This is an optimization exercise on Yosys and OpenROAD, whose aim is small area and a short achievable clock period, not a production implementation.
Where RTL was checked, it was by simulation tests only, not by an equivalence proof against the original.
Power and IR drop assume default switching activity.

// message_extractor
module message_extractor (
    input  logic                              clk,
    input  logic                              reset_n,
    input  logic                              in_valid,
    input  logic                              in_startofpacket,
    input  logic                              in_endofpacket,
    input  message_extractor_pkg::beat_t      in_data,
    input  message_extractor_pkg::empty_t     in_empty,
    output logic                              out_valid,
    output message_extractor_pkg::msg_data_t  out_data,
    output message_extractor_pkg::byte_mask_t out_bytemask
);
==> flow/config.mk <==
export PLATFORM = sky130hd
export DESIGN_NAME = message_extractor
export DESIGN_NICKNAME = message_extractor
export VERILOG_FILES = /design/flow/design.v
export SDC_FILE = /design/flow/constraint.sdc
export NUM_CORES = 4
export LEC_CHECK = 0
export CAP_MARGIN = 20
export CORE_MARGIN = 2
export CORE_UTILIZATION = 30
export SLEW_MARGIN = 20
==> flow/constraint.sdc <==
create_clock -name core_clock -period 18.0 [get_ports {clk}]
set_input_delay 3.6000 -clock core_clock [delete_from_list [all_inputs] [get_ports {clk}]]
set_output_delay 3.6000 -clock core_clock [all_outputs]
set_load 0.01 [all_outputs]
standard.sh (not shown) runs the stock make flow with config.mk's settings and CLKGATE_MAP_FILE= SYNTH_SCRIPT=/design/flow/synth_recipe.tcl, a recipe that flattens the netlist after the stock synthesis.
==> flow/flow/run.sh <==
#!/bin/bash
# Standard ORFS layout, with a setup margin for repair_timing (pushes paths well
# below the 18 ns clock) and minimum-size port buffers.
set -euo pipefail
bash standard.sh "SETUP_SLACK_MARGIN=13.4" "BUFFER_PORTS_ARGS=-buffer_cell sky130_fd_sc_hd__buf_1" "CTS_ARGS=-sink_clustering_enable -repair_clock_nets -sink_clustering_size 24 -sink_clustering_max_diameter 120 -dont_use_dummy_load -buf_list {sky130_fd_sc_hd__clkbuf_8 sky130_fd_sc_hd__clkbuf_16}" finish > make_flow.log 2>&1
Then changed:
==> flow/flow/run.sh (replaced) <==
#!/bin/bash
# Standard ORFS layout, with a setup margin for repair_timing (pushes paths well
# below the 18 ns clock) and minimum-size port buffers.
set -euo pipefail
bash standard.sh "SETUP_SLACK_MARGIN=12.6" "BUFFER_PORTS_ARGS=-buffer_cell sky130_fd_sc_hd__buf_1" "CTS_ARGS=-sink_clustering_enable -repair_clock_nets -sink_clustering_size 24 -sink_clustering_max_diameter 120 -dont_use_dummy_load -buf_list {sky130_fd_sc_hd__clkbuf_8 sky130_fd_sc_hd__clkbuf_16}" finish > make_flow.log 2>&1
Outcome: Utilization came out lower by 11 points. Wire length decreases by 20%. Non-clock buffer count drops by 367.
Then changed:
==> flow/flow/run.sh (replaced) <==
#!/bin/bash
# Standard ORFS layout, with a setup margin for repair_timing (pushes paths well
# below the 18 ns clock) and minimum-size port buffers.
set -euo pipefail
bash standard.sh "SETUP_SLACK_MARGIN=13" "BUFFER_PORTS_ARGS=-buffer_cell sky130_fd_sc_hd__buf_1" "CTS_BUF_LIST=sky130_fd_sc_hd__clkbuf_4 sky130_fd_sc_hd__clkbuf_8" finish > make_flow.log 2>&1
After rerunning: The new run passed the timing, design-rule and antenna checks. Fmax grows by 5.1%. Worst setup slack gains 0.26 ns. Cell area grows by 6.7%. Critical path depth grows by 8. Via count grows by 6.1%. Cell count grows by 5.2%. Power grows by 19%.
Then changed:
==> flow/flow/run.sh (replaced) <==
#!/bin/bash
# Standard ORFS layout, with a setup margin for repair_timing (pushes paths well
# below the 18 ns clock) and minimum-size port buffers.
set -euo pipefail
bash standard.sh "SETUP_SLACK_MARGIN=13" "BUFFER_PORTS_ARGS=-buffer_cell sky130_fd_sc_hd__buf_1" "CTS_ARGS=-sink_clustering_enable -repair_clock_nets -sink_clustering_size 24 -sink_clustering_max_diameter 120 -dont_use_dummy_load -buf_list {sky130_fd_sc_hd__clkbuf_8 sky130_fd_sc_hd__clkbuf_16}" "CORE_UTILIZATION=50" finish > make_flow.log 2>&1
Effect: The changed run completed without violations. Global-route usage came out higher by 9.2 points. Hold slack gets worse by 0.025 ns. Setup slack gets better by 0.053 ns. Total power came out lower by 17%. Synthesized cell count stays the same. Final cell count came out lower by 15%. Combinational power came out lower by about 4.6%.

message_extractor, a different RTL version from the one above (not shown whole).
For scale: roughly 2100 cells after synthesis, roughly 570 flip-flops, ~360 I/O pins, about 0.025 mm^2 of cells after synthesis.
Settings: LEC_CHECK=0, CAP_MARGIN=20, CORE_MARGIN=2, CORE_UTILIZATION=30, SLEW_MARGIN=20; clock period 18.0 ns.
==> flow/flow/run.sh <==
#!/bin/bash
# Standard ORFS layout, with a setup margin for repair_timing (pushes paths well
# below the 18 ns clock) and minimum-size port buffers.
set -euo pipefail
bash standard.sh "SETUP_SLACK_MARGIN=11" "BUFFER_PORTS_ARGS=-buffer_cell sky130_fd_sc_hd__buf_1" finish > make_flow.log 2>&1
Change:
==> flow/flow/run.sh (replaced) <==
#!/bin/bash
# Standard ORFS layout, with a setup margin for repair_timing (pushes paths well
# below the 18 ns clock) and minimum-size port buffers.
set -euo pipefail
bash standard.sh "SETUP_SLACK_MARGIN=12.5" "BUFFER_PORTS_ARGS=-buffer_cell sky130_fd_sc_hd__buf_1" finish > make_flow.log 2>&1
Wire length is higher by about 5%.
Non-clock buffer count is higher by 25.
Flip-flop and latch count does not change.
Cell area is higher by 2.4%.
Total power is higher by about 1.5%.
Function was not checked in any run of this note: the RTL went through the layout flow alone.

Setup of old:
Another version of the RTL of message_extractor (not shown whole).
For scale: ~2400 cells after synthesis, about 570 flip-flops, ~360 I/O pins, ~26000 µm² of cells after synthesis.
Settings: LEC_CHECK=0, CAP_MARGIN=20, CORE_MARGIN=2, CORE_UTILIZATION=30, SLEW_MARGIN=20; clock period 18.0 ns.
==> flow/flow/run.sh <==
#!/bin/bash
# Standard ORFS layout, with a setup margin for repair_timing (pushes paths well
# below the 18 ns clock) and minimum-size port buffers.
set -euo pipefail
bash standard.sh "SETUP_SLACK_MARGIN=13" "BUFFER_PORTS_ARGS=-buffer_cell sky130_fd_sc_hd__buf_1" finish > make_flow.log 2>&1
old finished all stages; the layout is clean.
diff inputs: old => new
-- flow/flow/run.sh --
<<< old, line 5
bash standard.sh "SETUP_SLACK_MARGIN=13" "BUFFER_PORTS_ARGS=-buffer_cell sky130_fd_sc_hd__buf_1" finish > make_flow.log 2>&1
>>> new, line 5
bash standard.sh "SETUP_SLACK_MARGIN=13" "BUFFER_PORTS_ARGS=-buffer_cell sky130_fd_sc_hd__buf_1" "CTS_BUF_LIST=sky130_fd_sc_hd__clkbuf_4 sky130_fd_sc_hd__clkbuf_8" finish > make_flow.log 2>&1
### Flow results
Diff old -> new: final hold slack grew by 0.0038 ns, number of buffers added for setup after CTS lost 17.
Number of multi-input logic gates of new is on par with old.
Diff old..new | number of buffer cells added on primary ports | unchanged
The core of new is less densely filled than that of old.
Compare old and new | number of global-route vias before repair higher: new
Against old, final non-filler cell area in new came out better.
Of old and new, new shows the lower time the worst path needs with I/O delays and setup, with old above it.
From old to new, detailed placement HPWL did not move at all.
No run of this note included a check of the RTL's function; only the layout flow was run.

## separate check: timing with driven ports
The results above use ideal ports. As a check the final layouts listed here were re-extracted and re-timed, cells and wires unchanged.
Step 1, drivers: a clkbuf_16 drives clk and a buf_2 each remaining input, both assumed.
Step 2 adds t to the input delays and takes it off the output delays; t is the mean of the earliest and latest rising clock arrival at the registers after step 1. Input paths then give back, and output paths get back, about the clock's delay inside the block.
a / b / c = ideal ports / drivers / drivers and shift; a / b = the first two.
run	t (ns)	setup WS [ns]	worst setup path at the end	latest minus earliest clock arrival (ns)
the first run of note 1	0.660	13.037 / 13.063 / 12.403	input to register	0.048 / 0.048
the second run of note 1	0.652	12.683 / 12.727 / 12.075	input to register	0.070 / 0.070
the third run of note 1	0.738	12.943 / 12.918 / 12.180	input to register	0.039 / 0.039
the fourth run of note 1	0.643	12.996 / 13.033 / 12.390	input to register	0.079 / 0.079
the first run of note 2	0.657	11.309 / 11.309 / 10.695	input to register	0.025 / 0.025
the second run of note 2	0.649	12.522 / 12.559 / 11.910	input to register	0.023 / 0.023
old	0.688	12.882 / 12.903 / 12.215	input to register	0.037 / 0.036
new	0.759	12.962 / 13.006 / 12.247	input to register	0.056 / 0.056
After both steps every run listed still meets setup and hold. For the third run of note 1, which loses most, drivers alone change the setup slack by -0.025 ns; drivers and shift together by -0.763 ns.
